This design comes from an exercise in tuning for small area, a short achievable clock period and few clock cycles per item on the open sky130 flow, not from production work.
Only simulation tests tie the RTL to the original design; equivalence was not proved.
Power and IR drop assume default switching activity.

--- config.mk ---
export PLATFORM = sky130hd
export DESIGN_NAME = order_book_table_engine_unit
export DESIGN_NICKNAME = order_book_table_engine_unit
export VERILOG_FILES = /design/flow/design.v
export SDC_FILE = /design/flow/constraint.sdc
export NUM_CORES = 4
export LEC_CHECK = 0
export CAP_MARGIN = 30
export CORE_MARGIN = 2
export CORE_UTILIZATION = 40
export CTS_BUF_LIST = sky130_fd_sc_hd__clkbuf_16
export CTS_CLUSTER_DIAMETER = 80
export CTS_CLUSTER_SIZE = 25
export SETUP_SLACK_MARGIN = 5
export SLEW_MARGIN = 30
export SYNTH_MEMORY_MAX_BITS = 8192
--- constraint.sdc ---
create_clock -name core_clock -period 10.0 [get_ports {clk}]
set_input_delay 2.0000 -clock core_clock [delete_from_list [all_inputs] [get_ports {clk}]]
set_output_delay 2.0000 -clock core_clock [all_outputs]
set_load 0.01 [all_outputs]
--- design.v ---
`default_nettype none
package obte_pkg;
  localparam logic [2:0] KIND_ADD     = 3'd0;
  localparam logic [2:0] KIND_CANCEL  = 3'd1;
  localparam logic [2:0] KIND_REDUCE  = 3'd2;
  localparam logic [2:0] KIND_REPLACE = 3'd3;
  localparam logic [2:0] KIND_DUMP    = 3'd4;
  localparam logic [2:0] ST_DONE      = 3'd0;
  localparam logic [2:0] ST_NOT_FOUND = 3'd1;
  localparam logic [2:0] ST_FULL      = 3'd2;
  localparam logic [2:0] ST_DUMP      = 3'd3;
  localparam logic [2:0] ST_EMPTY     = 3'd4;
  localparam logic [1:0] WR_NEW   = 2'd0;
  localparam logic [1:0] WR_UPD   = 2'd1;
  localparam logic [1:0] WR_SHIFT = 2'd2;
  localparam logic [2:0] OSRC_NEW  = 3'd0;
  localparam logic [2:0] OSRC_RD   = 3'd1;
  localparam logic [2:0] OSRC_MOD  = 3'd2;
  localparam logic [2:0] OSRC_ID   = 3'd3;
  localparam logic [2:0] OSRC_ZERO = 3'd4;
  localparam logic signed [31:0] QTY_MIN = 32'sh8000_0000;
  typedef struct packed {
    logic [31:0]        id;
    logic               side;
    logic signed [31:0] qty;
    logic [31:0]        price;
  } entry_t;
  typedef struct packed {
    logic       ld_in;
    logic       rd_en;
    logic       idx_top;
    logic       idx_dec;
    logic       idx_inc;
    logic       wr_en;
    logic [1:0] wr_sel;
    logic       cnt_inc;
    logic       cnt_dec;
    logic       out_ld;
    logic [2:0] out_src;
    logic [2:0] out_status;
    logic       out_last;
  } cmd_t;
  typedef struct packed {
    logic count_zero;
    logic count_full;
    logic idx_zero;
    logic idx_end;
    logic match;
    logic out_free;
  } sts_t;
endpackage
`default_nettype wire
`default_nettype none
module order_book_table_engine_unit #(
  parameter int CAPACITY = 32
) (
  input  wire logic          clk,
  input  wire logic          rst_n,
  input  wire logic          in_valid,
  output logic               in_stall,
  input  wire logic [2:0]    in_kind,
  input  wire logic [31:0]   in_order_id,
  input  wire logic          in_side,
  input  wire logic [30:0]   in_quantity,
  input  wire logic [31:0]   in_price,
  output logic               out_valid,
  input  wire logic          out_stall,
  output logic [2:0]         out_status,
  output logic [31:0]        out_id,
  output logic               out_side,
  output logic signed [31:0] out_quantity,
  output logic [31:0]        out_price,
  output logic               out_last
);
  localparam int N  = 32;
  localparam int AW = 5;
  logic [N-1:0]      vld;           
  logic [N-1:0]      shd;           
  logic [N*AW-1:0]   prv;           
  logic [N*AW-1:0]   dpn;           
  logic [AW-1:0]     head;          
  logic [5:0]        cnt;           
  logic [N-1:0]      fre;           
  logic [N*32-1:0]   tid;
  logic [N-1:0]      tsd;
  logic [N*32-1:0]   tqty;
  logic [N*32-1:0]   tprc;
  logic        b_v;
  logic [2:0]  b_kind;
  logic [31:0] b_id;
  logic        b_side;
  logic [30:0] b_q;
  logic [31:0] b_prc;
  logic [N-1:0] b_ms;               
  logic [AW-1:0] b_dcnt;            
  logic        sk_v;
  logic [2:0]  sk_st;
  logic [31:0] sk_id;
  logic        sk_sd;
  logic [31:0] sk_qty;
  logic [31:0] sk_prc;
  logic        sk_last;
  function automatic logic [AW-1:0] enc(input logic [N-1:0] oh);
    enc = '0;
    for (int i = 0; i < N; i++) begin
      if (oh[i]) enc = enc | i[AW-1:0];
    end
  endfunction
  function automatic logic [N-1:0] dec(input logic [AW-1:0] b);
    dec = '0;
    dec[b] = 1'b1;
  endfunction
  logic go;         
  logic x_last;     
  logic b_load;
  assign go       = !sk_v;
  assign x_last   = !(b_kind == 3'd4 && b_dcnt != '0);
  assign b_load   = !b_v || (go && x_last);
  logic          stl, push;
  logic          b_v_nx, sk_v_nx, x_last_nx;
  logic [2:0]    b_kind_nx;
  logic [AW-1:0] b_dcnt_nx, b_dcnt_ld;
  assign in_stall = stl;
  logic          b_add, b_cxl, b_red, b_rep, b_dmp;
  logic          hit, full;
  logic          do_add, do_cxl;
  logic [AW-1:0] s_bin, n_bin, prev_sel, head_nx;
  logic [N-1:0]  u_vec, t_vec, vld_nx;
  logic [5:0]    cnt_nx;
  assign b_add = (b_kind == 3'd0);
  assign b_cxl = (b_kind == 3'd1);
  assign b_red = (b_kind == 3'd2);
  assign b_rep = (b_kind == 3'd3);
  assign b_dmp = (b_kind == 3'd4);
  assign hit   = |b_ms;
  assign full  = cnt[5];
  assign s_bin = enc(b_ms);
  assign n_bin = enc(fre);
  always_comb begin
    prev_sel = '0;
    for (int i = 0; i < N; i++) begin
      prev_sel = prev_sel | (prv[i*AW +: AW] & {AW{b_ms[i]}});
    end
  end
  assign do_add = go && b_v && b_add && !full;
  assign do_cxl = go && b_v && b_cxl && hit;
  always_comb begin
    for (int i = 0; i < N; i++) begin
      u_vec[i] = (prv[i*AW +: AW] == s_bin);
      t_vec[i] = vld[i] && shd[i] && (dpn[i*AW +: AW] == s_bin);
    end
  end
  assign vld_nx  = (vld | (do_add ? fre : '0)) & ~(do_cxl ? b_ms : '0);
  assign cnt_nx  = cnt + {5'd0, do_add} - {5'd0, do_cxl};
  assign head_nx = do_add ? n_bin : ((do_cxl && s_bin == head) ? prev_sel : head);
  always_comb begin
    logic below;
    below = 1'b1;
    for (int i = 0; i < N; i++) begin
      fre[i] = below && !vld[i];
      below  = below && vld[i];
    end
  end
  always_ff @(posedge clk) begin
    if (!rst_n) begin
      vld  <= '0;
      cnt  <= '0;
    end else begin
      vld  <= vld_nx;
      cnt  <= cnt_nx;
    end
  end
  always_ff @(posedge clk) begin
    head <= head_nx;
  end
  for (genvar i = 0; i < N; i++) begin : g_slot
    always_ff @(posedge clk) begin
      if (do_add && fre[i]) begin
        shd[i]              <= 1'b0;
        prv[i*AW +: AW]     <= head;
        tid[i*32 +: 32]     <= b_id;
        tsd[i]              <= b_side;
      end
      if (do_add && b_ms[i]) begin
        shd[i]              <= 1'b1;
        dpn[i*AW +: AW]     <= n_bin;
      end
      if (do_cxl && u_vec[i]) begin
        prv[i*AW +: AW]     <= prev_sel;
      end
      if (do_cxl && t_vec[i]) begin
        shd[i]              <= 1'b0;
      end
    end
  end
  logic [N-1:0] raw, ms_nx, head_oh;
  logic         same;
  always_comb begin
    for (int i = 0; i < N; i++) begin
      raw[i] = vld[i] && !shd[i] && (tid[i*32 +: 32] == in_order_id);
    end
  end
  assign same    = b_v && (in_order_id == b_id);
  assign head_oh = dec(head_nx) & {N{cnt_nx != '0}};
  always_comb begin
    if (in_kind == 3'd4) begin
      ms_nx = head_oh;
    end else if (same && b_add && !full) begin
      ms_nx = fre;
    end else if (same && b_cxl && hit) begin
      ms_nx = t_vec;
    end else begin
      ms_nx = raw;
    end
  end
  assign b_dcnt_ld = (cnt_nx == '0) ? '0 : AW'(cnt_nx - 6'd1);
  assign b_v_nx    = rst_n && (b_load ? in_valid : b_v);
  assign b_kind_nx = b_load ? in_kind : b_kind;
  assign b_dcnt_nx = b_load ? b_dcnt_ld : ((go && b_v) ? b_dcnt - AW'(1) : b_dcnt);
  assign x_last_nx = !(b_kind_nx == 3'd4 && b_dcnt_nx != '0);
  assign sk_v_nx   = rst_n && (out_valid && out_stall) && (sk_v || push);
  always_ff @(posedge clk) begin
    b_v    <= b_v_nx;
    b_kind <= b_kind_nx;
    b_dcnt <= b_dcnt_nx;
    stl    <= b_v_nx && !(!sk_v_nx && x_last_nx);
  end
  always_ff @(posedge clk) begin
    if (b_load) begin
      b_id   <= in_order_id;
      b_side <= in_side;
      b_q    <= in_quantity;
      b_prc  <= in_price;
      b_ms   <= ms_nx;
    end else if (go && b_v) begin
      b_ms   <= dec(prev_sel);
    end
  end
  logic [31:0]        sel_id, sel_qty, sel_prc, tab_qty;
  logic               pend_v;             
  logic [N-1:0]       pend_g;             
  logic [31:0]        pend_q;             
  logic               sel_sd;
  logic [31:0]        diff;
  logic [31:0]        sat, wq;
  logic [2:0]         o_st;
  logic [31:0]        o_id, o_qty, o_prc;
  logic               o_sd, o_last;
  logic               do_mod, do_rep;
  always_comb begin
    sel_id  = '0;
    sel_sd  = 1'b0;
    tab_qty = '0;
    sel_prc = '0;
    for (int i = 0; i < N; i++) begin
      sel_id  = sel_id  | (tid[i*32 +: 32]  & {32{b_ms[i]}});
      sel_sd  = sel_sd  | (tsd[i]           & b_ms[i]);
      tab_qty = tab_qty | (tqty[i*32 +: 32] & {32{b_ms[i]}});
      sel_prc = sel_prc | (tprc[i*32 +: 32] & {32{b_ms[i]}});
    end
  end
  assign sel_qty = (pend_v && |(pend_g & b_ms)) ? pend_q : tab_qty;
  always_comb begin
    logic [31:0] g, p, gg, pp, gn, pn, nb;
    nb = ~{1'b0, b_q};
    g  = sel_qty & nb;
    p  = sel_qty ^ nb;
    gg = g;
    pp = p;
    gg[0] = g[0] | p[0];     
    pp[0] = 1'b0;
    for (int d = 1; d < 32; d = d * 2) begin
      gn = gg;
      pn = pp;
      for (int i = d; i < 32; i++) begin
        gn[i] = gg[i] | (pp[i] & gg[i-d]);
        pn[i] = pp[i] & pp[i-d];
      end
      gg = gn;
      pp = pn;
    end
    diff = p ^ {gg[30:0], 1'b1};
  end
  assign sat  = (sel_qty[31] && !diff[31]) ? 32'h8000_0000 : diff;
  assign wq   = b_red ? sat : {1'b0, b_q};
  always_comb begin
    if (b_add) begin
      o_st = full ? 3'd2 : 3'd0;
    end else if (b_dmp) begin
      o_st = hit ? 3'd3 : 3'd4;
    end else begin
      o_st = hit ? 3'd0 : 3'd1;
    end
  end
  assign o_id   = b_dmp ? sel_id : b_id;
  assign o_sd   = b_add ? (b_side && !full) : sel_sd;
  assign o_qty  = b_add ? (full ? '0 : {1'b0, b_q}) :
                  (b_red || b_rep) ? (hit ? wq : '0) : sel_qty;
  assign o_prc  = b_add ? (full ? '0 : b_prc) :
                  b_rep ? (hit ? b_prc : '0) : sel_prc;
  assign o_last = x_last;
  assign push   = go && b_v && (b_kind <= 3'd4);
  assign do_mod = go && b_v && (b_red || b_rep) && hit;
  assign do_rep = go && b_v && b_rep && hit;
  always_ff @(posedge clk) begin
    pend_v <= rst_n && (do_add || do_mod);
    pend_g <= b_add ? fre : b_ms;
    pend_q <= wq;
  end
  for (genvar i = 0; i < N; i++) begin : g_wr
    always_ff @(posedge clk) begin
      if (pend_v && pend_g[i]) begin
        tqty[i*32 +: 32] <= pend_q;
      end
      if ((do_add && fre[i]) || (do_rep && b_ms[i])) begin
        tprc[i*32 +: 32] <= b_prc;
      end
    end
  end
  always_ff @(posedge clk) begin
    sk_v <= sk_v_nx;
    if (!rst_n) begin
      out_valid <= 1'b0;
    end else if (!out_valid || !out_stall) begin
      out_valid <= sk_v || push;
    end
  end
  always_ff @(posedge clk) begin
    if (!out_valid || !out_stall) begin
      if (sk_v) begin
        out_status   <= sk_st;
        out_id       <= sk_id;
        out_side     <= sk_sd;
        out_quantity <= sk_qty;
        out_price    <= sk_prc;
        out_last     <= sk_last;
      end else begin
        out_status   <= o_st;
        out_id       <= o_id;
        out_side     <= o_sd;
        out_quantity <= o_qty;
        out_price    <= o_prc;
        out_last     <= o_last;
      end
    end
    if (out_valid && out_stall && !sk_v) begin
      sk_st   <= o_st;
      sk_id   <= o_id;
      sk_sd   <= o_sd;
      sk_qty  <= o_qty;
      sk_prc  <= o_prc;
      sk_last <= o_last;
    end
  end
endmodule
`default_nettype wire
--- run.sh ---
#!/bin/bash
# synth_recipe.tcl (not shown) runs the flow's synth.tcl, then flattens the netlist and writes it again
# the make line also repeats each setting of config.mk as NAME=value (left out here)
make -C /OpenROAD-flow-scripts/flow DESIGN_CONFIG=/design/flow/config.mk WORK_HOME=/design/flow/orfs CLKGATE_MAP_FILE= SYNTH_SCRIPT=/design/flow/synth_recipe.tcl finish
==> flow_summary.yaml, run 1 <==
logic_synthesis:
  ys_warn_count: 1
  synth_area_leaders: "edfxtp_1 (70%), xnor2_1 (4.3%), a22oi_1 (4.2%)"
  synth.top_cell.area_share: 0.696
  synth.most_common_cell: "edfxtp_1"
  synth-simple-area-share: 0.0606
  synth_compound_area_frac: 0.115
  yosysTopAreaCell: "edfxtp_1"
  netlist_area_mm2: 0.162
  async_flop_share: 0
  synth_mux_area_frac: 0.00875
  synth_cell_type_count: 85
  ys.flop_type: "edfxtp_1"
  synth.net_count: 10849
  synth_seq_area_share: 0.715
  yosys_register_bits: 3906
  synth_top_family_by_area: "compound AO/OA/AOI/OAI gates"
  synthTopCellsByCount: "edfxtp_1 (3754), a22oi_1 (898), xnor2_1 (793)"
  syn_avg_cell_area_um2: 15.1
  synth_xor_xnor_area_share: 0.0752
  synth_edf_count: 3754
  synthCells: 10696
  synthAdderAreaFrac: 0.00396
grt:
  top_usage_layer: "met2"
  antenna_found_initial: 97
  use_met1: 0.496
  grt_pass1_wl_um: 1030000
  grt_max_degree: 78
  grt_usage: 0.380
  use_met2: 0.531
  grtUsageMet3: 0.163
  grt_remaining_overflow: 0
  grt_pass1_vias: 105291
critical_path:
  critical_path_class: "register to register"
  cp_data_arrival_time_ns: 6.18
  cp_max_fo: 14
  worst_setup_path_end_kind: "register"
  start_kind: "register"
  cp.required_ns: 10.80
drt:
  vias_per_cell: 7.07
  ant_nets: 0
  wirelength_um: 807000
  first_pass_iters: 9
  via_count: 117251
  wl_per_cell_um: 48.6
  drc_errors: 0
  first_iter_violations: 26227
clock_network:
  cts_max_level: 4
  cts_tree: "yes"
  path_clk_slew_ns: 0.10
  cts-root-buf: "clkbuf_16"
  cts_buffer_depth: 4
  cts_inserted_buffers: 209
  hold_buffers: 0
  cts_sinks: 3906
  clock_latency_ns: 1.08
finish:
  fin_util: 0.458
  final_area_mm2: 0.184
  fillCellCount: 35224
  nets: 11179
  final_layout_size_suffix_gt1_frac: 0.145
  area_delta_synth_final_pct: 13.9
placement:
  dpl.hpwl_um: 489000
  pre_cts_ws_ns: 2.15
  portBuffers: 205
  place_area_mm2: 0.172
  gp_congestion: 1.13
sta:
  finalCritPeriodShare: 0.538
  slew_violations: 0
  setup_slack_ns: 4.62
  finalHoldViolations: 0
  setup_viol: 0
  setup_tns_ns: 0
  rsz0062_at_grt: "yes"
  period_needed_ns: 5.38
  fin_skew_ns: 0.0768
  relSlewSlack: 0.128
  worst_pin_slew_ns: 1.30
  fmax_mhz: 186
die:
  die_h_um: 640
  dieArea_mm2: 0.410
  coreArea_mm2: 0.403
  initial_core_util: 0.402
  pin_count: 206
  die_w_um: 640
  row_count: 233
hold_path:
  min_path_type: "register to register"
power:
  power.density_mw_per_mm2: 184
  p_total_mw: 33.9
  ir_drop_uv: 146
  p_leak_nw: 59.0
run:
  maxCapViolCount: 0
run_status:
  status: "finished clean"
==> area by class of cell <==
type / count / area [um2] / share of cell area
multi-input cells: 5889 / 45600 / 0.247
inverters: 153 / 658 / 0.00357
diodes: 36 / 90.1 / 0.000488
flip-flops and latches: 3906 / 116000 / 0.628
well taps: 5405 / 6760 / 0.0367
clock buffers: 213 / 5330 / 0.0289
clock inverters: 126 / 1360 / 0.00735
repair inverters: 1 / 16.3 / 0.0000882
repair buffers: 866 / 8800 / 0.0477
==> metal layers <==
metal	wire length [um]	share of wire	up-vias
met5	1020	0.0013	-
met4	55300	0.069	60
met3	134000	0.17	2216
met2	330000	0.41	11615
met1	287000	0.36	60394
li1	-	-	42966
==> through the flow <==
stage,hold slack [ns],cells
6_report,0.528,16595
5_1_grt,0.559,16563
4_1_cts,0.530,16449
3_5_place_dp,0.507,15964
3_3_place_gp,0.489,15957
2_1_floorplan,0.470,10696
==> power breakdown <==
part	switching, mW	internal [mW]
clock	5.93	4.23
sequential	0.346	18.4
combinational	3.31	1.70
==> worst paths after layout <==
path	slack, ns	cells after the start	end	start
min reg2reg	0.53	0	tid[182]	b_id[22]
max	4.62	20	out_quantity[20]	b_ms[10]
max reg2reg	4.62	20	out_quantity[20]	b_ms[10]
min	0.53	0	tid[182]	b_id[22]
==> what timing repair did <==
item,in CTS,in global routing
pin swaps,81,81
cloned,29,3
setup endpoints to repair,908,395
resized for setup,359,158
endpoints found under the hold margin,0,0
setup buffers,117,79
==> critical path, cell delays in order, from the launching register on <==
cell      delay [ns]
edfxtp_1        0.44
buf_12          0.22
a221oi_2        0.31
nand4_1         0.15
o31a_4          0.39
buf_12          0.17
buf_12          0.14
o41ai_4         0.40
ha_2            0.27
fa_2            0.24
nor2b_2         0.05
o21ai_2         0.18
a21boi_2        0.11
o41ai_4         0.24
buf_6           0.20
a21oi_4         0.07
o311a_1         0.37
o41ai_2         0.39
xnor2_1         0.15
a221o_1         0.32
mux2_4          0.27
==> cell usage in the layout (no fill, tap or decap), drive strengths merged, types with 12 or more instances in the layout <==
cell           instances
a21oi                211
mux2                 115
nand2b                29
clkbuf               219
inv                  210
edfxtp              3754
o22ai                 44
nand2                396
xnor2                794
and2                  72
a31oi                 45
nor3                 182
a41oi                 12
or2                   17
buf                  663
clkdlybuf4s50        173
o31ai                 20
a221oi               391
nand4b                13
clkinv                58
o41ai                 12
bufbuf                24
a211oi                12
nand4                491
a21o                  81
a22oi                898
a22o                 415
nor4                 185
o21a                  13
diode                 36
dfxtp                152
or3                   20
ha                    48
o21ai                256
or4                   24
nand3                164
xor2                 594
nor2                 183
o211ai                26
==> state kept, by name, indices dropped and copies added (netlist names), 160 cells and up <==
signal / count
tprc: 1024
tid: 1024
tqty: 1024
dpn: 160
prv: 160
==> kinds of logic after synthesis <==
kind of cell / Yosys count
flops: 3906
compound gates: 2501
simple gates: 1823
xor+xnor: 1388
buf+inv: 902
mux: 126
fa+ha+maj: 50
Testbench counts, summed over its fixed seeds: cycles 6,938, items 4,000.
==> run 2, diff against run 1 <==
==> flow/run.sh (new file) <==
#!/bin/bash
set -euo pipefail
sed -i '/^export SETUP_SLACK_MARGIN/d' config.mk
echo 'export SETUP_SLACK_MARGIN = 6' >> config.mk
bash standard.sh > standard.log 2>&1
==> standard.sh (new file) <==
#!/bin/bash
# synth_recipe.tcl (not shown) runs the flow's synth.tcl, then flattens the netlist and writes it again
# the make line also repeats each setting of config.mk as NAME=value (left out here)
make -C /OpenROAD-flow-scripts/flow DESIGN_CONFIG=/design/flow/config.mk WORK_HOME=/design/flow/orfs CLKGATE_MAP_FILE= SYNTH_SCRIPT=/design/flow/synth_recipe.tcl "${@:-finish}"
--- a/config.mk
+++ b/config.mk
@@ -13,4 +13,4 @@
 export CTS_CLUSTER_SIZE = 25
-export SETUP_SLACK_MARGIN = 5
 export SLEW_MARGIN = 30
 export SYNTH_MEMORY_MAX_BITS = 8192
+export SETUP_SLACK_MARGIN = 6
removed: run.sh
==> run 2 against run 1 <==
Effect of this change: combinational power up 3%; synthesized cell count unchanged; global-route usage up 0.28 points; flip-flop and latch count unchanged; cell count up 0.22%; clock power down 4%; first-iteration DRC count down 2.4%; largest cell class unchanged; maximum frequency down 0.37%.
==> flow_summary.yaml, run 2 <==
logic_synthesis:
  synth_mux_area_frac: 0.00875
  async_flop_share: 0
  synth_cell_type_count: 85
  syn_avg_cell_area_um2: 15.1
  synth-simple-area-share: 0.0606
  synthAdderAreaFrac: 0.00396
  synth_area_leaders: "edfxtp_1 (70%), xnor2_1 (4.3%), a22oi_1 (4.2%)"
  netlist_area_mm2: 0.162
  synth_edf_count: 3754
  yosys_register_bits: 3906
  ys.flop_type: "edfxtp_1"
  ys_warn_count: 1
  synth_xor_xnor_area_share: 0.0752
  synth_seq_area_share: 0.715
  synth.most_common_cell: "edfxtp_1"
  synth_top_family_by_area: "compound AO/OA/AOI/OAI gates"
  yosysTopAreaCell: "edfxtp_1"
  synth_compound_area_frac: 0.115
  synth.top_cell.area_share: 0.696
  synthCells: 10696
  synthTopCellsByCount: "edfxtp_1 (3754), a22oi_1 (898), xnor2_1 (793)"
  synth.net_count: 10849
clock_network:
  cts-root-buf: "clkbuf_16"
  cts_inserted_buffers: 203
  path_clk_slew_ns: 0.10
  hold_buffers: 0
  cts_buffer_depth: 4
  cts_max_level: 4
  clock_latency_ns: 1.06
  cts_sinks: 3906
  cts_tree: "yes"
finish:
  final_area_mm2: 0.186
  fin_util: 0.462
  mostFrequentLayoutCell: "edfxtp_1"
  nets: 11231
  final_cell_mix: "edfxtp_1 (3754), a22oi_1 (897), xnor2_1 (745)"
  final_layout_size_suffix_gt1_frac: 0.160
  reg_top3: "tid x1024, tprc x1024, tqty x1024"
  area_delta_synth_final_pct: 14.9
  instances_no_fill: 16631
die:
  dieArea_mm2: 0.410
  coreArea_mm2: 0.403
  initial_core_util: 0.402
  row_count: 233
  die_h_um: 640
  die_w_um: 640
  pin_count: 206
sta:
  slew_violations: 0
  fmax_mhz: 185
  setup_tns_ns: 0
  worst_pin_slew_ns: 1.26
  fin_skew_ns: 0.119
  finalCritPeriodShare: 0.540
  finalHoldViolations: 0
  relSlewSlack: 0.153
  period_needed_ns: 5.40
  setup_viol: 0
  rsz0062_at_grt: "yes"
critical_path:
  cp.required_ns: 10.78
  cp_max_fo: 5
  reg2regPathDepth: 31
  r2r_slack_ns: 4.60
  critical_path_class: "register to register"
  worst_setup_path_end_kind: "register"
  start_kind: "register"
  critical_path.top_delay_family: "buffers and inverters"
  slowest_stage: "edfxtp_1"
  worstReg2RegStart: "b_ms[13]"
  cpMostUsedCell: "buf_4"
  crit_buf_inv: 23
  crit_path_max_incr_delay_ns: 0.45
  startpoint: "b_ms[13]"
  cp.depth: 31
  crit_end: "out_quantity[1]"
  rr_endpoint: "out_quantity[1]"
  cp_data_arrival_time_ns: 6.18
drt:
  vias_per_cell: 7.06
  wl_per_cell_um: 48.9
  wirelength_um: 813000
  first_pass_iters: 12
  drc_errors: 0
  first_iter_violations: 25605
  ant_nets: 0
  via_count: 117438
hold_path:
  whs_path_depth: 0
  min_path_type: "register to register"
grt:
  grtUsageMet3: 0.165
  grt_usage: 0.383
  antenna_found_initial: 85
  grt_pass1_vias: 105326
  grt_pass1_wl_um: 1040000
  top_usage_layer: "met2"
  use_met2: 0.538
  grt_remaining_overflow: 0
  use_met1: 0.495
  grt_max_degree: 75
run_status:
  status: "finished clean"
placement:
  portBuffers: 205
  dpl.hpwl_um: 495000
  gp_congestion: 1.14
  place_area_mm2: 0.172
  dp.cells: 16004
power:
  ir_drop_uv: 162
  p_leak_nw: 59.6
  power.density_mw_per_mm2: 181
run:
  maxCapViolCount: 0
## run 2: cell counts after synthesis
Identical to the previous run, type by type.
## run 2: area by class of cell
class / instances / area (um2)
fillers: 34962 / 217000
flip-flops and latches: 3906 / 116000
multi-input cells: 5888 / 46200
repair buffers: 925 / 10100
well taps: 5405 / 6760
clock buffers: 205 / 5130
clock inverters: 109 / 1150
inverters: 153 / 677
diodes: 39 / 97.6
repair inverters: 1 / 16.3
## run 2: worst min path at each step
stage,from,to
2_1_floorplan,shd[19],shd[19]
3_3_place_gp,b_id[25],tid[217]
3_5_place_dp,b_id[25],tid[217]
4_1_cts,b_id[25],tid[217]
5_1_grt,b_id[25],tid[217]
6_report,b_id[25],tid[217]
## run 2: cell families after synthesis
group           count (synthesis)
mux                           126
fa+ha+maj                      50
simple gates                 1823
xor+xnor                     1388
flops                        3906
buf+inv                       902
compound gates               2501
## run 2: what timing repair did
item,in CTS,in global routing
cloned,28,5
resized for setup,599,317
buffers inserted,124,89
pin swaps,81,137
setup endpoints to repair,2669,1506
## run 2: per-layer routing
metal  wire length [um]  up-vias  part of all wire
met3             133000     2424              0.16
li1                   -    43052                 -
met1             290000    60451              0.36
met2             332000    11453              0.41
met5                879        -            0.0011
met4              58500       58             0.072
## run 2: worst reg2reg max path, delay by kind of cell, from the launching register on
family | cells | cell delay (ns)
compound gates | 6 | 1.33
buf+inv | 23 | 2.88
flops | 1 | 0.45
mux | 1 | 0.27
simple gates | 1 | 0.21
## run 2: stage by stage
step           hold slack, ns  power [mW]  setup slack (ns)
2_1_floorplan           0.470        21.2              5.39
3_3_place_gp            0.441        23.2              3.14
3_5_place_dp            0.437        23.2              3.17
4_1_cts                 0.472        33.0              4.53
5_1_grt                 0.484        34.3              4.46
6_report                0.474        33.7              4.60
## run 2: power by group
group | leakage (nW) | internal (mW) | switching, mW
Clock | 3.14 | 3.99 | 5.80
Combinational | 20.9 | 1.79 | 3.36
Sequential | 35.6 | 18.4 | 0.335
==> run 3, diff against run 2 <==
--- a/design.v
+++ b/design.v
@@ -239,12 +239,20 @@
   logic [31:0]        sel_id, sel_qty, sel_prc, tab_qty;
-  logic               pend_v;             
-  logic [N-1:0]       pend_g;             
-  logic [31:0]        pend_q;             
   logic               sel_sd;
-  logic [31:0]        diff;
-  logic [31:0]        sat, wq;
-  logic [2:0]         o_st;
-  logic [31:0]        o_id, o_qty, o_prc;
-  logic               o_sd, o_last;
+  logic [2:0]         x_st;
+  logic [31:0]        x_id, x_qty, x_prc;
+  logic               x_sd;
   logic               do_mod, do_rep;
+  logic               r_v;                
+  logic [2:0]         r_st;
+  logic               r_last;
+  logic [31:0]        r_id;
+  logic               r_sd;
+  logic [31:0]        r_qty;              
+  logic [31:0]        r_prc;
+  logic [30:0]        r_q;                
+  logic               r_sub;              
+  logic               r_wr;               
+  logic [N-1:0]       r_g;
+  logic [31:0]        diff, wq;
+  logic               r_fwd;
   always_comb begin
@@ -261,8 +269,54 @@
   end
-  assign sel_qty = (pend_v && |(pend_g & b_ms)) ? pend_q : tab_qty;
+  assign r_fwd   = r_v && r_wr && |(r_g & b_ms);
+  assign sel_qty = r_fwd ? wq : tab_qty;
+  always_comb begin
+    if (b_add) begin
+      x_st = full ? 3'd2 : 3'd0;
+    end else if (b_dmp) begin
+      x_st = hit ? 3'd3 : 3'd4;
+    end else begin
+      x_st = hit ? 3'd0 : 3'd1;
+    end
+  end
+  assign x_id   = b_dmp ? sel_id : b_id;
+  assign x_sd   = b_add ? (b_side && !full) : sel_sd;
+  assign x_qty  = (b_add || b_rep) ? ((b_rep ? hit : !full) ? {1'b0, b_q} : '0) :
+                  sel_qty;
+  assign x_prc  = b_add ? (full ? '0 : b_prc) :
+                  b_rep ? (hit ? b_prc : '0) : sel_prc;
+  assign do_mod = go && b_v && (b_red || b_rep) && hit;
+  assign do_rep = go && b_v && b_rep && hit;
+  for (genvar i = 0; i < N; i++) begin : g_wp
+    always_ff @(posedge clk) begin
+      if ((do_add && fre[i]) || (do_rep && b_ms[i])) begin
+        tprc[i*32 +: 32] <= b_prc;
+      end
+    end
+  end
+  always_ff @(posedge clk) begin
+    if (!rst_n) begin
+      r_v <= 1'b0;
+    end else if (go) begin
+      r_v <= b_v && (b_kind <= 3'd4);
+    end
+  end
+  always_ff @(posedge clk) begin
+    if (go) begin
+      r_st   <= x_st;
+      r_last <= x_last;
+      r_id   <= x_id;
+      r_sd   <= x_sd;
+      r_qty  <= x_qty;
+      r_prc  <= x_prc;
+      r_q    <= b_q;
+      r_sub  <= b_red && hit;
+      r_wr   <= (b_add && !full) || ((b_red || b_rep) && hit);
+      r_g    <= b_add ? fre : b_ms;
+    end
+  end
   always_comb begin
     logic [31:0] g, p, gg, pp, gn, pn, nb;
-    nb = ~{1'b0, b_q};
-    g  = sel_qty & nb;
-    p  = sel_qty ^ nb;
+    nb = ~{1'b0, r_q};
+    g  = r_qty & nb;
+    p  = r_qty ^ nb;
     gg = g;
@@ -283,35 +337,7 @@
   end
-  assign sat  = (sel_qty[31] && !diff[31]) ? 32'h8000_0000 : diff;
-  assign wq   = b_red ? sat : {1'b0, b_q};
-  always_comb begin
-    if (b_add) begin
-      o_st = full ? 3'd2 : 3'd0;
-    end else if (b_dmp) begin
-      o_st = hit ? 3'd3 : 3'd4;
-    end else begin
-      o_st = hit ? 3'd0 : 3'd1;
-    end
-  end
-  assign o_id   = b_dmp ? sel_id : b_id;
-  assign o_sd   = b_add ? (b_side && !full) : sel_sd;
-  assign o_qty  = b_add ? (full ? '0 : {1'b0, b_q}) :
-                  (b_red || b_rep) ? (hit ? wq : '0) : sel_qty;
-  assign o_prc  = b_add ? (full ? '0 : b_prc) :
-                  b_rep ? (hit ? b_prc : '0) : sel_prc;
-  assign o_last = x_last;
-  assign push   = go && b_v && (b_kind <= 3'd4);
-  assign do_mod = go && b_v && (b_red || b_rep) && hit;
-  assign do_rep = go && b_v && b_rep && hit;
-  always_ff @(posedge clk) begin
-    pend_v <= rst_n && (do_add || do_mod);
-    pend_g <= b_add ? fre : b_ms;
-    pend_q <= wq;
-  end
-  for (genvar i = 0; i < N; i++) begin : g_wr
+  assign wq = !r_sub ? r_qty : ((r_qty[31] && !diff[31]) ? 32'h8000_0000 : diff);
+  for (genvar i = 0; i < N; i++) begin : g_wq
     always_ff @(posedge clk) begin
-      if (pend_v && pend_g[i]) begin
-        tqty[i*32 +: 32] <= pend_q;
-      end
-      if ((do_add && fre[i]) || (do_rep && b_ms[i])) begin
-        tprc[i*32 +: 32] <= b_prc;
+      if (go && r_v && r_wr && r_g[i]) begin
+        tqty[i*32 +: 32] <= wq;
       end
@@ -319,2 +345,12 @@
   end
+  logic [2:0]         o_st;
+  logic [31:0]        o_id, o_qty, o_prc;
+  logic               o_sd, o_last;
+  assign push   = go && r_v;
+  assign o_st   = r_st;
+  assign o_id   = r_id;
+  assign o_sd   = r_sd;
+  assign o_qty  = wq;
+  assign o_prc  = r_prc;
+  assign o_last = r_last;
   always_ff @(posedge clk) begin
==> run.sh (new file) <==
#!/bin/bash
# synth_recipe.tcl (not shown) runs the flow's synth.tcl, then flattens the netlist and writes it again
# the make line also repeats each setting of config.mk as NAME=value (left out here)
make -C /OpenROAD-flow-scripts/flow DESIGN_CONFIG=/design/flow/config.mk WORK_HOME=/design/flow/orfs CLKGATE_MAP_FILE= SYNTH_SCRIPT=/design/flow/synth_recipe.tcl finish
--- a/config.mk
+++ b/config.mk
@@ -13,4 +13,4 @@
 export CTS_CLUSTER_SIZE = 25
+export SETUP_SLACK_MARGIN = 5
 export SLEW_MARGIN = 30
 export SYNTH_MEMORY_MAX_BITS = 8192
-export SETUP_SLACK_MARGIN = 6
removed: flow/run.sh
removed: standard.sh
==> run 3 against run 2 <==
Effect of this change: design area down 1.3%; clock skew about the same; highest routed layer unchanged; clock-buffer cell count up 13; non-clock buffer count down 242; flip-flop and latch count up 102; critical endpoint is now b_ms[14]; largest power group unchanged.
==> flow_summary.yaml, run 3 <==
run_status:
  status: "finished clean"
critical_path:
  cp_data_arrival_time_ns: 6.18
  cp_max_fo: 27
  worst_setup_path_end_kind: "register"
  cp.required_ns: 10.90
  rr_endpoint: "tid[719]"
  worstReg2RegStart: "vld[3]"
  critical_path_class: "primary input to register"
  start_kind: "primary input"
  r2r_slack_ns: 4.89
  reg2regPathDepth: 7
grt:
  grt_pass1_wl_um: 1070000
  grt_max_degree: 69
  grt_remaining_overflow: 0
  grt_pass1_vias: 103913
  antenna_found_initial: 107
  grt_usage: 0.390
drt:
  wl_per_cell_um: 51.3
  drc_errors: 0
  vias_per_cell: 7.09
  first_pass_iters: 6
  via_count: 116294
  first_iter_violations: 25628
  ant_nets: 0
  wirelength_um: 842000
logic_synthesis:
  synth.net_count: 10737
  yosys_register_bits: 4008
  netlist_area_mm2: 0.165
  ys_warn_count: 1
  synth_edf_count: 3920
  async_flop_share: 0
  synthCells: 10584
  synth.most_common_cell: "edfxtp_1"
  ys.flop_type: "edfxtp_1"
  synth.top_cell.area_share: 0.713
  synth_cell_type_count: 77
  yosysTopAreaCell: "edfxtp_1"
  synth_seq_area_share: 0.724
  synthTopCellsByCount: "edfxtp_1 (3920), a22oi_1 (912), xnor2_1 (818)"
  synth_area_leaders: "edfxtp_1 (71%), xnor2_1 (4.3%), a22oi_1 (4.1%)"
  syn_avg_cell_area_um2: 15.6
finish:
  reg_top3: "tid x1024, tprc x1024, tqty x1024"
  final_layout_size_suffix_gt1_frac: 0.121
  seqCellArea_mm2: 0.119
  mostFrequentLayoutCell: "edfxtp_1"
  fin_util: 0.448
  area_delta_synth_final_pct: 11.2
  final_cell_mix: "edfxtp_1 (3920), a22oi_1 (912), xnor2_1 (796)"
  fillCellCount: 35656
  nets: 10939
  multi_input_area_mm2: 0.0438
run:
  maxCapViolCount: 0
power:
  p_total_mw: 35.6
  ir_drop_uv: 192
  p_leak_nw: 59.1
  power.density_mw_per_mm2: 194
die:
  initial_core_util: 0.402
  dieArea_mm2: 0.418
  row_count: 235
  coreArea_mm2: 0.410
  die_w_um: 646
  pin_count: 206
  die_h_um: 646
sta:
  period_needed_ns: 5.28
  finalHoldViolations: 0
  finalCritPeriodShare: 0.528
  slew_violations: 0
  whs_ns: 0.450
  fin_skew_ns: 0.119
  setup_tns_ns: 0
  fmax_mhz: 189
  worst_pin_slew_ns: 1.36
  setup_viol: 0
  rsz0062_at_grt: "yes"
  relSlewSlack: 0.0891
clock_network:
  clock_latency_ns: 1.08
  cts_inserted_buffers: 215
  cts_max_level: 4
  cts_sinks: 4008
  cts-root-buf: "clkbuf_16"
  path_clk_slew_ns: 0.11
  cts_tree: "yes"
  cts_buffer_depth: 4
hold_path:
  hold_end: "sk_id[26]"
  min_path_type: "register to register"
  whs_path_depth: 0
  hold_start: "r_id[26]"
placement:
  portBuffers: 205
  dpl.hpwl_um: 524000
  gp_congestion: 1.13
==> run 3: changes by cell type after synthesis, moves of 63 or more <==
cell / previous run / this run
mux2_2: 115 / 185
clkbuf_1: 512 / 436
nand4_1: 491 / 554
nand3_1: 163 / 82
dfxtp_1: 152 / 88
edfxtp_1: 3754 / 3920
==> run 3: repair_timing <==
action                                  CTS  global route
endpoints found under the setup margin  254           145
hold buffers                              0             0
cloned                                    5             1
pin swaps                                 3             4
setup buffers                            11             2
resized for setup                        40            38
endpoints found under the hold margin     0             0
==> run 3: cells by family after synthesis <==
kind of cell / after synthesis / share of synthesized area
adder cells (fa/ha/maj): 50 / 0.00388
multiplexers: 195 / 0.0132
flip-flops: 4008 / 0.724
buffers and inverters: 815 / 0.0189
AND/OR/NAND/NOR: 1769 / 0.0583
AO/OA/AOI/OAI: 2333 / 0.107
XOR/XNOR: 1414 / 0.0750
==> run 3: area by class of cell <==
cell class	count	area share
sequential	4008	0.651
tap	5451	0.0372
antenna	45	0.000613
multi-input combinational	5763	0.238
timing repair inverter	3	0.000143
clock buffer	218	0.0297
clock inverter	120	0.00763
timing repair buffer	683	0.0327
inverter	112	0.00286
==> run 3: worst max-delay path by stage <==
stage                          from       end  slack [ns]  depth (start not counted)
global placement    in_order_id[23]  b_ms[14]        3.02                         11
finish               in_order_id[4]  b_ms[14]        4.72                         11
CTS                          vld[0]  b_ms[13]        4.96                         12
floorplan                  b_ms[13]  b_ms[28]        5.05                         25
detailed placement  in_order_id[23]  b_ms[30]        3.12                         11
global route               b_ms[23]   b_ms[4]        4.98                         15
==> run 3: worst max-delay path, cell delays in order <==
cell and delay [ns]:
buf_2 0.42, buf_4 0.72, xor2_1 0.22, nor4_1 0.92, nand4_1 0.45, nor4_1 0.66
and3_1 0.25, o21ai_0 0.10, o21ai_0 0.14, a22oi_1 0.09, o21ai_0 0.11
==> run 3: per-layer routing <==
layer	track usage	vias to the layer above	part of all wire	wire (um)
met5	0.00278	-	0.0010	869
met4	0.178	81	0.057	48400
met3	0.176	2028	0.17	140000
met2	0.538	11263	0.40	339000
met1	0.524	60426	0.37	314000
li1	-	42496	-	-
==> run 3: where the power goes <==
group,internal (mW),switching [mW],total [mW]
logic,1.62,3.85,5.47
clock network,4.36,6.09,10.4
registers,19.3,0.325,19.6
==> run 3: metrics by stage <==
step	worst slack (ns)	std cells	cell area, um2
floorplan	5.05	10584	165000
global placement	3.02	15976	175000
detailed placement	3.12	15982	176000
CTS	4.96	16336	183000
global route	4.98	16362	183000
finish	4.72	16403	184000
Testbench counts of run 3, summed over its fixed seeds: cycles 6,946, items 4,000.
==> run 4, diff against run 3 <==
==> flow/run.sh (new file) <==
#!/bin/bash
set -euo pipefail
sed -i '/^export SETUP_SLACK_MARGIN/d' config.mk
echo 'export SETUP_SLACK_MARGIN = 6.3' >> config.mk
bash standard.sh > standard.log 2>&1
==> standard.sh (new file) <==
#!/bin/bash
# synth_recipe.tcl (not shown) runs the flow's synth.tcl, then flattens the netlist and writes it again
# the make line also repeats each setting of config.mk as NAME=value (left out here)
make -C /OpenROAD-flow-scripts/flow DESIGN_CONFIG=/design/flow/config.mk WORK_HOME=/design/flow/orfs CLKGATE_MAP_FILE= SYNTH_SCRIPT=/design/flow/synth_recipe.tcl "${@:-finish}"
--- a/config.mk
+++ b/config.mk
@@ -7,3 +7,3 @@
 export LEC_CHECK = 0
-export CAP_MARGIN = 30
+export CAP_MARGIN = 25
 export CORE_MARGIN = 2
@@ -11,6 +11,6 @@
 export CTS_BUF_LIST = sky130_fd_sc_hd__clkbuf_16
-export CTS_CLUSTER_DIAMETER = 80
-export CTS_CLUSTER_SIZE = 25
-export SETUP_SLACK_MARGIN = 5
-export SLEW_MARGIN = 30
+export CTS_CLUSTER_DIAMETER = 70
+export CTS_CLUSTER_SIZE = 20
+export SLEW_MARGIN = 25
 export SYNTH_MEMORY_MAX_BITS = 8192
+export SETUP_SLACK_MARGIN = 6.3
removed: run.sh
==> run 4 against run 3 <==
Effect of this change: first-iteration DRC count grew 0.48%; critical path depth is 2 lower; combinational power grew 34%; power grew 11%; register-to-register slack better by 0.60 ns; non-clock buffer count increased by 307; critical path type unchanged; clock power rose by 21%; sequential power is essentially flat; global-route usage grew 1.6 points; core utilization grew 2.6 points; die area unchanged; synthesized cell count stayed put.
==> flow_summary.yaml, run 4 <==
grt:
  grt_usage: 0.406
  antenna_found_initial: 113
  grt_remaining_overflow: 0
  grt_max_degree: 102
  grt_pass1_wl_um: 1110000
  grt_pass1_vias: 107473
drt:
  routed.top_layer: "met5"
  routed-wl-met3_um: 155000
  m1WireLength_um: 320000
  via_count: 121791
  ant_nets: 0
  first_pass_iters: 10
  wl_met2_um: 350000
  first_iter_violations: 25751
  drc_errors: 0
  wirelength_um: 881000
  vias_per_cell: 7.19
  wl_per_cell_um: 52.1
power:
  internal-power_mw: 28.0
  p_sw_frac: 0.293
  power.density_mw_per_mm2: 204
  switching_power_mw: 11.6
  p_leak_nw: 64.0
  p_seq_frac: 0.497
  combPwrFrac: 0.184
  ir_drop_uv: 163
  clkPwrFrac: 0.319
placement:
  place_area_mm2: 0.176
  gp_congestion: 1.14
  portBuffers: 205
  dpl.hpwl_um: 543000
finish:
  mostFrequentLayoutCell: "edfxtp_1"
  fillCellCount: 34878
  nets: 11378
  final_layout_size_suffix_gt1_frac: 0.185
  area_delta_synth_final_pct: 17.8
  reg_top3: "tid x1024, tprc x1024, tqty x1024"
  final_area_mm2: 0.194
  final_cell_mix: "edfxtp_1 (3920), a22oi_1 (909), xnor2_1 (764)"
  fin_util: 0.474
critical_path:
  worst_setup_path_end_kind: "register"
  critical_path_class: "primary input to register"
  cp_max_fo: 14
  r2r_slack_ns: 5.49
  slowest_stage: "xnor2_1"
  crit_buf_inv: 2
  worstReg2RegStart: "b_ms[18]"
  cp_data_arrival_time_ns: 5.62
  start_kind: "primary input"
  critical_path.top_delay_family: "simple AND/OR/NAND/NOR gates"
  cp.required_ns: 10.85
  reg2regPathDepth: 23
  crit_chain: "buf_2 -> buf_6 -> xnor2_1 -> nand4_1 -> nor4_2 -> mux2i_2 -> a211oi_1 -> a21oi_1 -> o21ai_2"
  rr_endpoint: "b_ms[28]"
  crit_path_max_incr_delay_ns: 0.96
logic_synthesis:
  synth_area_leaders: "edfxtp_1 (71%), xnor2_1 (4.3%), a22oi_1 (4.1%)"
  synthTopCellsByCount: "edfxtp_1 (3920), a22oi_1 (912), xnor2_1 (818)"
  syn_avg_cell_area_um2: 15.6
  ys.flop_type: "edfxtp_1"
  netlist_area_mm2: 0.165
  synth.net_count: 10737
  yosysTopAreaCell: "edfxtp_1"
  async_flop_share: 0
  yosys_register_bits: 4008
  synth_edf_count: 3920
  synth_seq_area_share: 0.724
  ys_warn_count: 1
  synth_cell_type_count: 77
  synth.top_cell.area_share: 0.713
  synthCells: 10584
  synth.most_common_cell: "edfxtp_1"
clock_network:
  path_clk_slew_ns: 0.08
  cts_buffer_depth: 4
  cts_max_level: 5
  cts-root-buf: "clkbuf_16"
  cts_inserted_buffers: 298
  clock_latency_ns: 1.00
  cts_tree: "yes"
  hold_buffers: 0
  cts_sinks: 4008
die:
  pin_count: 206
  initial_core_util: 0.402
  die_w_um: 646
  dieArea_mm2: 0.418
  row_count: 235
  coreArea_mm2: 0.410
  die_h_um: 646
sta:
  period_needed_ns: 4.77
  worst_pin_slew_ns: 1.34
  finalCritPeriodShare: 0.477
  setup_tns_ns: 0
  setup_viol: 0
  finalHoldViolations: 0
  slew_violations: 0
  fmax_mhz: 210
  relSlewSlack: 0.102
  rsz0062_at_grt: "yes"
  fin_skew_ns: 0.0819
hold_path:
  min_path_type: "register to register"
  whs_path_depth: 0
  hold_end: "sk_prc[30]"
  hold_start: "r_prc[30]"
run:
  maxCapViolCount: 0
run_status:
  status: "finished clean"
[run 4: cell counts after synthesis]
No cell type changed its count.
[run 4: worst max path at each step]
stage                          startpoint  endpoint  slack (ns)  depth (start not counted)
after CTS                        b_ms[26]  b_ms[21]        5.48                         22
after detailed placement  in_order_id[31]   b_ms[3]        3.32                         12
after global placement    in_order_id[19]   b_ms[9]        2.55                         13
final                     in_order_id[16]   b_ms[2]        5.23                          9
after global routing             b_ms[27]  b_ms[21]        5.41                         25
after floorplan                 out_stall  sk_id[0]        5.60                          2
[run 4: per-layer routing]
metal / GRT usage / vias up
met5: 0.0200 / -
met4: 0.187 / 78
met3: 0.203 / 2398
met2: 0.556 / 12435
met1: 0.533 / 63188
li1: - / 43692
[run 4: power groups by stage]
stage                     logic, mW  clock network [mW]  registers (mW)
after floorplan                2.64                   0            20.0
after global placement         5.10                   0            20.0
after detailed placement       5.16                   0            20.0
after CTS                      6.32                12.6            19.7
after global routing           7.40                13.1            19.7
final                          7.31                12.6            19.7
[run 4: final cells by class]
class	count	area, um2	share of cell area
tap	5451	6820	0.0351
antenna	74	185	0.000953
sequential	4008	120000	0.615
timing repair buffer	990	11000	0.0566
timing repair inverter	2	17.5	0.0000901
clock buffer	308	7710	0.0397
inverter	112	617	0.00317
multi-input combinational	5813	46700	0.240
clock inverter	176	1840	0.00949
[run 4: timing repair]
item                       in CTS  in global routing
setup endpoints to repair    3816               1606
pin swaps                     111                123
resized for setup             822                326
buffers inserted              125                136
cloned                         70                 31
[run 4: logic make-up after synthesis]
group / Yosys count / synth area share
flops: 4008 / 0.724
buf+inv: 815 / 0.0189
xor+xnor: 1414 / 0.0750
mux: 195 / 0.0132
simple gates: 1769 / 0.0583
compound gates: 2333 / 0.107
fa+ha+maj: 50 / 0.00388
[run 4: stage by stage]
step,cells,power [mW],hold slack (ns),worst slack [ns]
2_1_floorplan,10584,22.6,0.422,5.60
3_3_place_gp,16004,25.1,0.433,2.55
3_5_place_dp,16012,25.2,0.431,3.32
4_1_cts,16691,38.6,0.407,5.48
5_1_grt,16878,40.3,0.421,5.41
6_report,16934,39.6,0.413,5.23
[run 4: worst register-to-register path, cell delays in order, from the launching register on]
cell,delay (ns)
edfxtp_1,0.51
nor4_4,0.35
nand4_1,0.21
nor2_4,0.18
buf_12,0.14
or4_4,0.14
buf_12,0.12
clkinv_8,0.05
buf_16,0.13
ha_4,0.26
inv_2,0.04
ha_4,0.15
fa_2,0.37
a21oi_4,0.17
nor2_2,0.07
nor2_2,0.15
xnor2_2,0.17
nor2_4,0.08
a21oi_4,0.14
buf_12,0.18
nand2_8,0.08
mux2_4,0.32
or3_1,0.32
nand2_1,0.08
==> run 5, diff against run 4 <==
--- a/design.v
+++ b/design.v
@@ -87,2 +87,8 @@
   logic [N*32-1:0]   tprc;
+  logic        a_v;
+  logic [2:0]  a_kind;
+  logic [31:0] a_id;
+  logic        a_side;
+  logic [30:0] a_q;
+  logic [31:0] a_prc;
   logic        b_v;
@@ -94,2 +100,3 @@
   logic [N-1:0] b_ms;               
+  logic         b_same;             
   logic [AW-1:0] b_dcnt;            
@@ -119,3 +126,3 @@
   logic          stl, push;
-  logic          b_v_nx, sk_v_nx, x_last_nx;
+  logic          a_v_nx, b_v_nx, sk_v_nx, x_last_nx;
   logic [2:0]    b_kind_nx;
@@ -199,9 +206,18 @@
     for (int i = 0; i < N; i++) begin
-      raw[i] = vld[i] && !shd[i] && (tid[i*32 +: 32] == in_order_id);
+      raw[i] = vld[i] && !shd[i] && (tid[i*32 +: 32] == a_id);
     end
   end
-  assign same    = b_v && (in_order_id == b_id);
-  assign head_oh = dec(head_nx) & {N{cnt_nx != '0}};
+  assign same    = b_v && b_same;
+  logic          c_ge1, c_ge2, c_ge3, cnz_nx, dge2_ld;
+  logic [AW-1:0] c_m1, c_m2;
+  assign c_ge1 = (cnt >= 6'd1);
+  assign c_ge2 = (cnt >= 6'd2);
+  assign c_ge3 = (cnt >= 6'd3);
+  assign c_m1  = AW'(cnt - 6'd1);
+  assign c_m2  = AW'(cnt - 6'd2);
+  assign cnz_nx  = do_add ? 1'b1  : (do_cxl ? c_ge2 : c_ge1);    
+  assign dge2_ld = do_add ? c_ge1 : (do_cxl ? c_ge3 : c_ge2);    
+  assign head_oh = dec(head_nx) & {N{cnz_nx}};
   always_comb begin
-    if (in_kind == 3'd4) begin
+    if (a_kind == 3'd4) begin
       ms_nx = head_oh;
@@ -215,9 +231,20 @@
   end
-  assign b_dcnt_ld = (cnt_nx == '0) ? '0 : AW'(cnt_nx - 6'd1);
-  assign b_v_nx    = rst_n && (b_load ? in_valid : b_v);
-  assign b_kind_nx = b_load ? in_kind : b_kind;
+  assign b_dcnt_ld = !cnz_nx ? '0 : (do_add ? cnt[AW-1:0] : (do_cxl ? c_m2 : c_m1));
+  assign a_v_nx    = rst_n && (stl ? a_v : in_valid);
+  assign b_v_nx    = rst_n && (b_load ? a_v : b_v);
+  assign b_kind_nx = b_load ? a_kind : b_kind;
   assign b_dcnt_nx = b_load ? b_dcnt_ld : ((go && b_v) ? b_dcnt - AW'(1) : b_dcnt);
-  assign x_last_nx = !(b_kind_nx == 3'd4 && b_dcnt_nx != '0);
+  assign x_last_nx = !(b_kind_nx == 3'd4 &&
+                       (b_load ? dge2_ld : ((go && b_v) ? (b_dcnt > AW'(1)) : (b_dcnt != '0))));
   assign sk_v_nx   = rst_n && (out_valid && out_stall) && (sk_v || push);
   always_ff @(posedge clk) begin
+    if (!stl) begin
+      a_kind <= in_kind;
+      a_id   <= in_order_id;
+      a_side <= in_side;
+      a_q    <= in_quantity;
+      a_prc  <= in_price;
+    end
+  end
+  always_ff @(posedge clk) begin
     b_v    <= b_v_nx;
@@ -225,3 +252,9 @@
     b_dcnt <= b_dcnt_nx;
-    stl    <= b_v_nx && !(!sk_v_nx && x_last_nx);
+    a_v    <= a_v_nx;
+    if (b_load) begin
+      b_same <= stl || (in_order_id == a_id);
+    end else if (!stl) begin
+      b_same <= (in_order_id == b_id);
+    end
+    stl    <= a_v_nx && b_v_nx && !(!sk_v_nx && x_last_nx);
   end
@@ -229,6 +262,6 @@
     if (b_load) begin
-      b_id   <= in_order_id;
-      b_side <= in_side;
-      b_q    <= in_quantity;
-      b_prc  <= in_price;
+      b_id   <= a_id;
+      b_side <= a_side;
+      b_q    <= a_q;
+      b_prc  <= a_prc;
       b_ms   <= ms_nx;
@@ -256,3 +289,6 @@
   logic [31:0]        diff, wq;
-  logic               r_fwd;
+  logic               r_fwd, p_fwd;
+  logic               pend_v;             
+  logic [N-1:0]       pend_g;             
+  logic [31:0]        pend_q;             
   always_comb begin
@@ -270,3 +306,4 @@
   assign r_fwd   = r_v && r_wr && |(r_g & b_ms);
-  assign sel_qty = r_fwd ? wq : tab_qty;
+  assign p_fwd   = pend_v && |(pend_g & b_ms);
+  assign sel_qty = r_fwd ? wq : (p_fwd ? pend_q : tab_qty);
   always_comb begin
@@ -338,6 +375,11 @@
   assign wq = !r_sub ? r_qty : ((r_qty[31] && !diff[31]) ? 32'h8000_0000 : diff);
+  always_ff @(posedge clk) begin
+    pend_v <= rst_n && go && r_v && r_wr;
+    pend_g <= r_g;
+    pend_q <= wq;
+  end
   for (genvar i = 0; i < N; i++) begin : g_wq
     always_ff @(posedge clk) begin
-      if (go && r_v && r_wr && r_g[i]) begin
-        tqty[i*32 +: 32] <= wq;
+      if (pend_v && pend_g[i]) begin
+        tqty[i*32 +: 32] <= pend_q;
       end
==> run 5 against run 4 <==
Effect of this change: the layout now fails its checks (antenna violations); area after synthesis is 3.5% higher; first-iteration DRC count is 1.1% higher; hold slack worse by 0.031 ns; routed wire length is 4.0% lower; die area is 3.5% higher; setup slack better by 0.37 ns; flip-flop and latch count is 166 higher; largest cell class unchanged; highest routed layer unchanged; register-to-register slack better by 0.11 ns; non-clock buffer count is 103 lower.
==> flow_summary.yaml, run 5 <==
finish:
  fillCellCount: 36844
  mostFrequentLayoutCell: "edfxtp_1"
  final_cell_mix: "edfxtp_1 (4025), a22oi_1 (941), xnor2_1 (702)"
  final_area_mm2: 0.197
  seqCellArea_mm2: 0.124
  nets: 11717
  area_delta_synth_final_pct: 15.6
  final_layout_size_suffix_gt1_frac: 0.156
  multi_input_area_mm2: 0.0466
  fin_util: 0.463
  reg_top3: "tid x1024, tprc x1024, tqty x1024"
logic_synthesis:
  yosys_register_bits: 4174
  synth.net_count: 11273
  synthCells: 11111
  syn_avg_cell_area_um2: 15.4
  yosysTopAreaCell: "edfxtp_1"
  synth_seq_area_share: 0.725
  netlist_area_mm2: 0.171
  async_flop_share: 0
  synth.most_common_cell: "edfxtp_1"
  synth_cell_type_count: 94
  synth.top_cell.area_share: 0.707
  synth_edf_count: 4025
  synthTopCellsByCount: "edfxtp_1 (4025), a22oi_1 (944), xnor2_1 (725)"
  ys_warn_count: 1
  ys.flop_type: "edfxtp_1"
  synth_area_leaders: "edfxtp_1 (71%), a22oi_1 (4.1%), xnor2_1 (3.7%)"
sta:
  period_needed_ns: 4.40
  finalCritPeriodShare: 0.440
  finalHoldViolations: 0
  setup_tns_ns: 0
  setup_viol: 0
  fin_skew_ns: 0.111
  fmax_mhz: 227
  slew_violations: 0
  rsz0062_at_grt: "yes"
  worst_pin_slew_ns: 1.34
  relSlewSlack: 0.101
clock_network:
  cts-root-buf: "clkbuf_16"
  cts_tree: "yes"
  cts_inserted_buffers: 300
  cts_sinks: 4174
  cts_buffer_depth: 4
  clock_latency_ns: 1.09
  path_clk_slew_ns: 0.09
  hold_buffers: 0
  cts_max_level: 5
die:
  die_h_um: 658
  row_count: 240
  pin_count: 206
  dieArea_mm2: 0.432
  initial_core_util: 0.401
  coreArea_mm2: 0.426
  die_w_um: 658
grt:
  antenna_found_initial: 96
  grt_remaining_overflow: 0
  grt_max_degree: 91
  grt_pass1_vias: 110824
  grt_usage: 0.377
  grt_pass1_wl_um: 1080000
power:
  p_sw_frac: 0.246
  internal-power_mw: 26.4
  p_seq_frac: 0.569
  ir_drop_uv: 142
  switching_power_mw: 8.58
  p_leak_nw: 63.1
  power.density_mw_per_mm2: 177
  combPwrFrac: 0.062
  clkPwrFrac: 0.369
placement:
  place_area_mm2: 0.181
  gp_congestion: 1.10
  dpl.hpwl_um: 499000
  portBuffers: 205
drt:
  wl_per_cell_um: 48.3
  vias_per_cell: 7.05
  first_iter_violations: 26029
  via_count: 123443
  drc_errors: 0
  first_pass_iters: 6
  wirelength_um: 846000
  ant_nets: 1
run:
  maxCapViolCount: 0
run_status:
  status: "complete, but fails checks"
  so_faults: "antenna violations"
critical_path:
  r2r_slack_ns: 5.60
  cp.required_ns: 10.85
  critical_path_class: "register to register"
  worst_setup_path_end_kind: "register"
  start_kind: "register"
  cp_data_arrival_time_ns: 5.25
  cp_max_fo: 23
hold_path:
  min_path_type: "register to register"
## run 5: changes by cell type after synthesis, sizes merged, moves of 43 or more
cell / change
mux2: -81
nand2: +56
edfxtp: +105
a22o: -51
o21ai: +106
clkbuf: +49
xor2: +112
dfxtp: +61
xnor2: -93
nand4: -43
nand3: +53
## run 5: logic make-up after synthesis
family	share of synthesized area
simple gates	0.0633
xor+xnor	0.0735
mux	0.00725
flops	0.725
compound gates	0.107
fa+ha+maj	0.00441
buf+inv	0.0196
## run 5: worst paths after layout
| path | from | endpoint | cells after the start |
|---|---|---|---|
| setup / recovery | a_id[20] | b_ms[23] | 9 |
| hold / removal | r_g[26] | pend_g[26] | 0 |
| setup reg to reg | a_id[20] | b_ms[23] | 9 |
| hold reg to reg | r_g[26] | pend_g[26] | 0 |
## run 5: cell type report
cell class              count  share of cell area
flip-flops and latches   4174               0.628
multi-input cells        6069               0.236
well taps                5687              0.0360
clock inverters           184             0.00981
clock buffers             309              0.0392
diodes                     74            0.000938
repair buffers            887              0.0472
inverters                 123             0.00299
## run 5: power groups by stage
| stage | Sequential (mW) | Clock, mW | Combinational (mW) |
|---|---|---|---|
| finish | 19.9 | 12.9 | 2.16 |
| global route | 19.9 | 13.5 | 2.16 |
| CTS | 19.9 | 12.9 | 1.97 |
| detailed placement | 20.3 | 0 | 1.89 |
| global placement | 20.2 | 0 | 1.89 |
| floorplan | 20.2 | 0 | 0.854 |
## run 5: through the flow
stage	power, mW	std cells	setup WS (ns)	hold slack, ns
global placement	22.1	16674	3.97	0.357
finish	34.9	17507	5.60	0.381
detailed placement	22.2	16678	4.14	0.359
global route	35.6	17445	5.77	0.386
floorplan	21.0	11111	5.60	0.348
CTS	34.7	17377	6.06	0.377
## run 5: per-layer routing
metal,global-route usage,vias up,wire length [um]
met1,0.479,63151,297000
met2,0.525,12529,345000
met4,0.244,69,67600
li1,-,45037,-
met3,0.159,2657,136000
met5,0.0163,-,1570
## run 5: what timing repair did
item | 4_1_cts | 5_1_grt
endpoints found under the setup margin | 2763 | 1493
gates cloned | 34 | 18
setup buffers | 172 | 32
hold endpoints to repair | 0 | 0
pin swaps | 99 | 85
resized for setup | 803 | 275
## run 5: critical path, stage by stage, from the launching register on
cell and delay (ns):
edfxtp_1 0.33, buf_4 0.31, buf_6 0.46, xnor2_1 0.25, nand4_1 0.50, nor3_1 1.12
nand4_1 0.60, o211ai_1 0.31, nand3_1 0.17, o221ai_2 0.10
Testbench counts of run 5, summed over its fixed seeds: cycles 6,954, items 4,000.
==> run 6, diff against run 5 <==
==> flow/run.sh (replaced) <==
#!/bin/bash
set -euo pipefail
sed -i '/^export SETUP_SLACK_MARGIN/d' config.mk
echo 'export SETUP_SLACK_MARGIN = 6' >> config.mk
bash standard.sh > standard.log 2>&1
--- a/config.mk
+++ b/config.mk
@@ -15,2 +15,2 @@
 export SYNTH_MEMORY_MAX_BITS = 8192
-export SETUP_SLACK_MARGIN = 6.3
+export SETUP_SLACK_MARGIN = 6
==> run 6 against run 5 <==
Effect of this change: hold slack got worse by 0.028 ns; sequential share of layout area is 0.76 points higher; flip-flop and latch count did not move; via count is 2.5% lower; highest routed layer unchanged; non-clock buffer count shrank 118; die area stayed put; critical path type unchanged; the run now finishes clean; area after synthesis did not move; power about the same; clock-buffer cell count decreased by 5.
==> flow_summary.yaml, run 6 <==
sta:
  relSlewSlack: 0.0728
  worst_pin_slew_ns: 1.39
  setup_slack_ns: 5.51
  finalCritPeriodShare: 0.449
  fmax_mhz: 222
  finalHoldViolations: 0
  setup_viol: 0
  whs_ns: 0.354
  fin_skew_ns: 0.0904
  setup_tns_ns: 0
  period_needed_ns: 4.49
  slew_violations: 0
  rsz0062_at_grt: "yes"
logic_synthesis:
  yosysTopAreaCell: "edfxtp_1"
  synth.most_common_cell: "edfxtp_1"
  async_flop_share: 0
  synthCells: 11111
  synth_area_leaders: "edfxtp_1 (71%), a22oi_1 (4.1%), xnor2_1 (3.7%)"
  synth.net_count: 11273
  synth_seq_area_share: 0.725
  ys_warn_count: 1
  synth_cell_type_count: 94
  yosys_register_bits: 4174
  syn_avg_cell_area_um2: 15.4
  ys.flop_type: "edfxtp_1"
  synthTopCellsByCount: "edfxtp_1 (4025), a22oi_1 (944), xnor2_1 (725)"
  netlist_area_mm2: 0.171
  synth_edf_count: 4025
  synth.top_cell.area_share: 0.707
die:
  die_h_um: 658
  initial_core_util: 0.401
  coreArea_mm2: 0.426
  pin_count: 206
  dieArea_mm2: 0.432
  die_w_um: 658
  row_count: 240
drt:
  first_iter_violations: 23848
  wl_per_cell_um: 49.4
  vias_per_cell: 6.93
  ant_nets: 0
  first_pass_iters: 8
  via_count: 120398
  drc_errors: 0
  wirelength_um: 859000
clock_network:
  cts_sinks: 4174
  hold_buffers: 0
  cts_buffer_depth: 4
  clock_latency_ns: 1.04
  cts-root-buf: "clkbuf_16"
  cts_inserted_buffers: 297
  path_clk_slew_ns: 0.08
  cts_max_level: 5
  cts_tree: "yes"
critical_path:
  slowest_stage: "nand4_1"
  crit_path_max_incr_delay_ns: 0.81
  start_kind: "register"
  cp_max_fo: 19
  crit_chain: "buf_4 -> buf_4 -> xor2_1 -> nor4_2 -> nand4_1 -> nor4_2 -> nor3_1 -> a211o_1 -> o221ai_2"
  cp_data_arrival_time_ns: 5.30
  worst_setup_path_end_kind: "register"
  cp.required_ns: 10.80
  reg2regPathDepth: 9
  critical_path_class: "register to register"
power:
  p_total_mw: 34.9
  p_leak_nw: 62.1
  power.density_mw_per_mm2: 179
  ir_drop_uv: 135
finish:
  final_layout_size_suffix_gt1_frac: 0.135
  final_cell_mix: "edfxtp_1 (4025), a22oi_1 (942), xor2_1 (696)"
  fin_util: 0.457
  nets: 11591
  area_delta_synth_final_pct: 14.2
  final_area_mm2: 0.195
  reg_top3: "tid x1024, tprc x1024, tqty x1024"
  fillCellCount: 37164
  mostFrequentLayoutCell: "edfxtp_1"
  instances_no_fill: 17385
hold_path:
  whs_path_depth: 0
  min_path_type: "register to register"
placement:
  place_area_mm2: 0.181
  dpl.hpwl_um: 528000
  gp_congestion: 1.12
  dp.cells: 16685
  pre_cts_ws_ns: 4.29
  portBuffers: 205
grt:
  grt_pass1_vias: 109850
  grt_usage: 0.386
  antenna_found_initial: 94
  grt_max_degree: 72
  grt_pass1_wl_um: 1100000
  grt_remaining_overflow: 0
run_status:
  status: "finished clean"
run:
  maxCapViolCount: 0
[run 6: cell count changes in the layout (fill, tap and decap cells not counted), sizes merged, moves of 8 or more]
cell / before / now
diode: 74 / 82
clkdlybuf4s15: 70 / 1
clkinvlp: 20 / 9
clkdlybuf4s50: 98 / 185
clkinv: 89 / 69
bufbuf: 26 / 17
buf: 670 / 542
clkbuf: 317 / 309
inv: 183 / 208
[run 6: path summary, 6_finish.rpt]
| path | startpoint | end | slack, ns |
|---|---|---|---|
| setup / recovery | a_id[26] | b_ms[31] | 5.51 |
| hold / removal | r_g[12] | pend_g[12] | 0.35 |
| setup reg to reg | a_id[26] | b_ms[31] | 5.51 |
| hold reg to reg | r_g[12] | pend_g[12] | 0.35 |
[run 6: timing repair]
action	in CTS	in global routing
cloned	18	0
buffers inserted	94	12
resized for setup	355	128
setup endpoints to repair	2386	658
pin swaps	45	24
[run 6: power breakdown]
| part | internal [mW] | total (mW) | switching (mW) |
|---|---|---|---|
| clock | 6.19 | 12.9 | 6.70 |
| combinational | 0.661 | 2.16 | 1.50 |
| sequential | 19.5 | 19.9 | 0.355 |
| total | 26.4 | 34.9 | 8.56 |
[run 6: final cells by class]
class	instances	area, um2	share of cell area
flip-flops and latches	4174	124000	0.635
inverters	123	582	0.00298
clock buffers	304	7610	0.0390
multi-input cells	6064	45900	0.235
well taps	5687	7120	0.0365
repair buffers	769	7680	0.0394
clock inverters	182	2000	0.0103
diodes	82	205	0.00105
[run 6: logic make-up after synthesis]
group,share of synthesized area
muxes,0.00725
adders and majority gates,0.00441
xor gates and xnor gates,0.0735
AOI/OAI and AO/OA,0.107
and+or+nand+nor,0.0633
buffers and inverters,0.0196
DFF,0.725
[run 6: layer usage]
layer | routed length [um] | vias to the layer above | global-route usage | part of all wire
met5 | 1260 | - | 0.00321 | 0.0015
met3 | 125000 | 2260 | 0.147 | 0.15
met4 | 62800 | 68 | 0.228 | 0.073
met1 | 313000 | 62548 | 0.499 | 0.36
li1 | - | 44757 | - | -
met2 | 357000 | 10765 | 0.550 | 0.42
[run 6: worst max-delay path, delay by kind of cell (launching register included)]
| kind | cells | cell delay [ns] |
|---|---|---|
| AOI/OAI and AO/OA | 2 | 0.45 |
| buffers and inverters | 2 | 1.05 |
| DFF | 1 | 0.33 |
| and+or+nand+nor | 4 | 2.20 |
| xor gates and xnor gates | 1 | 0.17 |

[what the ideal ports hide]
The flow's constraints put no driver on any port. The routed layouts listed below were extracted and timed again, unchanged, in two steps.
Step 1 assumes that a clkbuf_16 drives the clock port and a buf_2 every other input.
Step 2 adds t to the input delays and takes it off the output delays; t is the mean of the earliest and latest rising clock arrival at the registers after step 1. Input paths then give back, and output paths get back, about the clock's delay inside the block.
a / b / c = no drivers / after step 1 / after step 2; a / b = the first two.
run	shift t [ns]	setup slack, ns	clock arrival spread, ns
run 1	1.137	4.621 / 4.621 / 3.555	0.079 / 0.080
run 2	1.132	4.601 / 4.601 / 3.853	0.120 / 0.119
run 3	1.137	4.720 / 4.807 / 3.670	0.120 / 0.120
run 4	1.083	5.230 / 5.317 / 4.234	0.089 / 0.089
run 5	1.120	5.595 / 5.595 / 5.284	0.123 / 0.123
run 6	1.126	5.505 / 5.505 / 5.047	0.098 / 0.098
For run 1, which loses most, drivers alone change the setup slack by 0.000 ns; drivers and shift together by -1.066 ns.
